Background: an optimization exercise with open tools, aiming at small area, a short achievable clock period and few clock cycles per item. Do not read the settings as production practice. In this exercise RTL edits were held to simulation tests only and were not proved equivalent to the original. Power is estimated from default activity; no workload was simulated.

## build 48
## fft_top
module fft_top (
  input  logic                       clk,
  input  logic                       reset_i,
  input  logic                       in_valid_i,
  output logic                       in_ready_o,
  input  logic [2*(4 + 4)-1:0] in_sample_i,
  output logic                       out_valid_o,
  input  logic                       out_ready_i,
  output logic [2*(4 + 4)-1:0] out_bin_o,
  output logic                       out_last_o
);
  logic [3:0][15:0] d_q, s_q, hi_q;
  logic [15:0]      bk1_q, bk3_q, bk5_q, bk7_q;
  logic [8:0]       z_q;
  logic             c7_q;
  logic [15:0]      out_q;
  logic             out_v_q;
  logic [2:0] fc_q;       
  logic       pa_cur_q;   
  logic [2:0] pa_q;       
  logic       bk_rdy_q;   
  logic [2:0] jc_q;       
  logic [2:0] ob_q;       
  logic       ir_q;       
  logic       rdy_q;      
  logic       vin_q;      
  logic [15:0] in_q;
  logic       st0_q, st1_q, w2_q, p2_q, p3_q, p4_q, p5_q, p6_q;
  logic       sa_d_q, sa_s0_q, sa_s1_q, sa_s2_q, sa_b1_q, sa_b3_q;
  logic       sb_d_q, sb_s1_q, sb_s2_q, sb_s3_q, sb_b5_q, sb_b7_q;
  logic       jx_q, j3_q;
  logic       evc_q;      
  logic fire, start, step1, out_acc, ev, jstep;
  logic op;
  assign fire    = in_valid_i && rdy_q;
  assign op      = vin_q && ir_q;
  assign start   = st0_q;
  assign step1   = st1_q;
  assign out_acc = !out_v_q || out_ready_i;
  assign ev      = out_acc && evc_q;
  assign jstep   = ev && !ob_q[2];
  logic [2:0] fc_n, pa_n, jc_n;
  logic       pa_cur_n, bk_rdy_n, ir_n;
  always_comb begin
    fc_n = op ? fc_q + 3'd1 : fc_q;
    if (op && fc_q == 3'd7)
      pa_cur_n = 1'b0;
    else if (start)
      pa_cur_n = 1'b1;
    else
      pa_cur_n = pa_cur_q;
    if (start)
      pa_n = 3'd1;
    else if (step1)
      pa_n = 3'd2;
    else if (pa_q >= 3'd2 && pa_q <= 3'd6)
      pa_n = pa_q + 3'd1;
    else
  ...
clock: 6.0 ns
lec_check: 0
abc_area: 0
cap_margin: 20
core_margin: 2
core_utilization: 40
cts_cluster_diameter: 100
cts_cluster_size: 24
setup_slack_margin: 3.0
slew_margin: 20
run.sh (not shown) runs the stock make flow with config.mk's settings and CLKGATE_MAP_FILE= SYNTH_SCRIPT=/design/flow/synth_recipe.tcl, a recipe that flattens the netlist after the stock synthesis.
Build 48: flow completed, timing, DRC and antenna clean
Testbench counts of build 48, summed over its fixed seeds: cycles 4,200, frames 512.
Input-level comparison between build 53 and build 48:
==> flow/flow/run.sh (new file) <==
#!/bin/bash
# The standard layout, except that the port buffers are buf_2 cells
# instead of the default delay-buffer cell (smaller and faster).
set -euo pipefail
export BUFFER_PORTS_ARGS="-buffer_cell sky130_fd_sc_hd__buf_2"
export RECOVER_POWER=100
bash standard.sh > standard.log 2>&1
==> flow/standard.sh (new file) <==
#!/bin/bash
# synth_recipe.tcl (not shown) runs the flow's synth.tcl, then flattens the netlist and writes it again
# the make line also repeats each setting of config.mk as NAME=value (left out here)
make -C /OpenROAD-flow-scripts/flow DESIGN_CONFIG=/design/flow/config.mk WORK_HOME=/design/flow/orfs CLKGATE_MAP_FILE= SYNTH_SCRIPT=/design/flow/synth_recipe.tcl "${@:-finish}"
diff --git a/flow/config.mk b/flow/config.mk
--- a/flow/config.mk
+++ b/flow/config.mk
@@ -6,5 +6,5 @@
 export NUM_CORES = 4
 export LEC_CHECK = 0
-export ABC_AREA = 0
+export ABC_AREA = 1
 export CAP_MARGIN = 20
 export CORE_MARGIN = 2
@@ -12,4 +12,4 @@
 export CTS_CLUSTER_DIAMETER = 100
 export CTS_CLUSTER_SIZE = 24
-export SETUP_SLACK_MARGIN = 3.0
+export SETUP_SLACK_MARGIN = 3.1
 export SLEW_MARGIN = 20
removed: flow/run.sh
Build 53 completed end to end; final checks failed (capacitance limit, slew limit). Build 53 vs build 48: detailed-routing wirelength on met1 up by more than 10%. NOTE total net switching power build 48->build 53 increased by more than 10%. Sequential share of layout area: build 53 > build 48. Per the comparison of build 53 with build 48, minimum clock period now sits higher; final net count now sits higher; cell count now sits higher; count of max-cap constraint violations now sits higher; routability congestion estimate from global placement now sits lower. [compare] base=build 48 new=build 53: fraction of the cycle the final worst path needs now sits higher; met1 track utilization from global routing now sits higher.
diff inputs: build 53 => build 24
==> flow/run.sh (new file) <==
#!/bin/bash
# synth_recipe.tcl (not shown) runs the flow's synth.tcl, then flattens the netlist and writes it again
# the make line also repeats each setting of config.mk as NAME=value (left out here)
make -C /OpenROAD-flow-scripts/flow DESIGN_CONFIG=/design/flow/config.mk WORK_HOME=/design/flow/orfs CLKGATE_MAP_FILE= SYNTH_SCRIPT=/design/flow/synth_recipe.tcl finish
diff --git a/flow/config.mk b/flow/config.mk
--- a/flow/config.mk
+++ b/flow/config.mk
@@ -12,4 +12,5 @@
 export CTS_CLUSTER_DIAMETER = 100
 export CTS_CLUSTER_SIZE = 24
-export SETUP_SLACK_MARGIN = 3.1
+export GPL_TIMING_DRIVEN = 0
+export SETUP_SLACK_MARGIN = 3.0
 export SLEW_MARGIN = 20
removed: flow/flow/run.sh
removed: flow/standard.sh
[summary]
The flow completed for build 53, but it is not clean: the layout still shows capacitance limit, slew limit.
Build 24 went all the way through the flow, and no timing, DRC or antenna check failed.
Build 53 has a lower upper clock frequency limit than build 24.
Of the two candidates, build 53 has the better design area and build 24 the worse one.
Post-route fraction of the period consumed by the critical path (build 24 over build 53): decrease, 21 points
The wire length in build 24 sits about 6% above the value recorded for build 53.
Compared with build 53, in build 24 relative contribution of combinational cells to total power has decreased; net switching power has decreased; clock buffer count has decreased.
Compared with build 53, in build 24 first-pass GRT wire length saw an increase; cell depth of the worst setup path went up by 7.
[inputs] build 15 vs build 24
diff --git a/flow/config.mk b/flow/config.mk
--- a/flow/config.mk
+++ b/flow/config.mk
@@ -12,5 +12,4 @@
 export CTS_CLUSTER_DIAMETER = 100
 export CTS_CLUSTER_SIZE = 24
-export GPL_TIMING_DRIVEN = 0
 export SETUP_SLACK_MARGIN = 3.0
 export SLEW_MARGIN = 20
### Flow results
- Any difference in multi-input combinational gate total between build 15 and build 24 is small enough to ignore.
- From build 24 to build 15, final total negative setup slack did not move at all.
- The total of clock buffers placed in the layout in build 15 sits 3.7% above the value recorded for build 24.
- The total power of build 15 was superior to that of build 24.
- Comparing build 15 with build 24, the fraction of the mapped netlist area in compound gates came out essentially unchanged.

[re-timing with driven ports]
In the flow no input, the clock included, has a driving cell. The finished layouts below were timed again as built, in two steps. Step 1, drivers: a clkbuf_16 drives clk and a buf_2 each remaining input, both assumed. Step 2 moves the port delays by t, midway between the first and last clock arrival at a register: inputs arrive t later, outputs are due t later. That takes back most of the time a late clock gives input paths. Three values: no drivers, after step 1, after step 2; two values: the first two.
run	t, ns	setup slack, ns	worst setup path at the end	worst slew at a driven data input, ns	pins driven straight from the clock port
build 48	0.577	2.938 / 2.938 / 2.746	input to register	0.03	1
build 53	0.576	1.702 / 1.702 / 1.702	register to register	0.03	1
build 24	0.599	2.974 / 2.974 / 2.636	input to register	0.04	1
build 15	0.573	3.076 / 3.043 / 2.647	input to register	0.03	1
For build 15, which loses most, drivers alone change the setup slack by -0.033 ns; drivers and shift together by -0.429 ns.
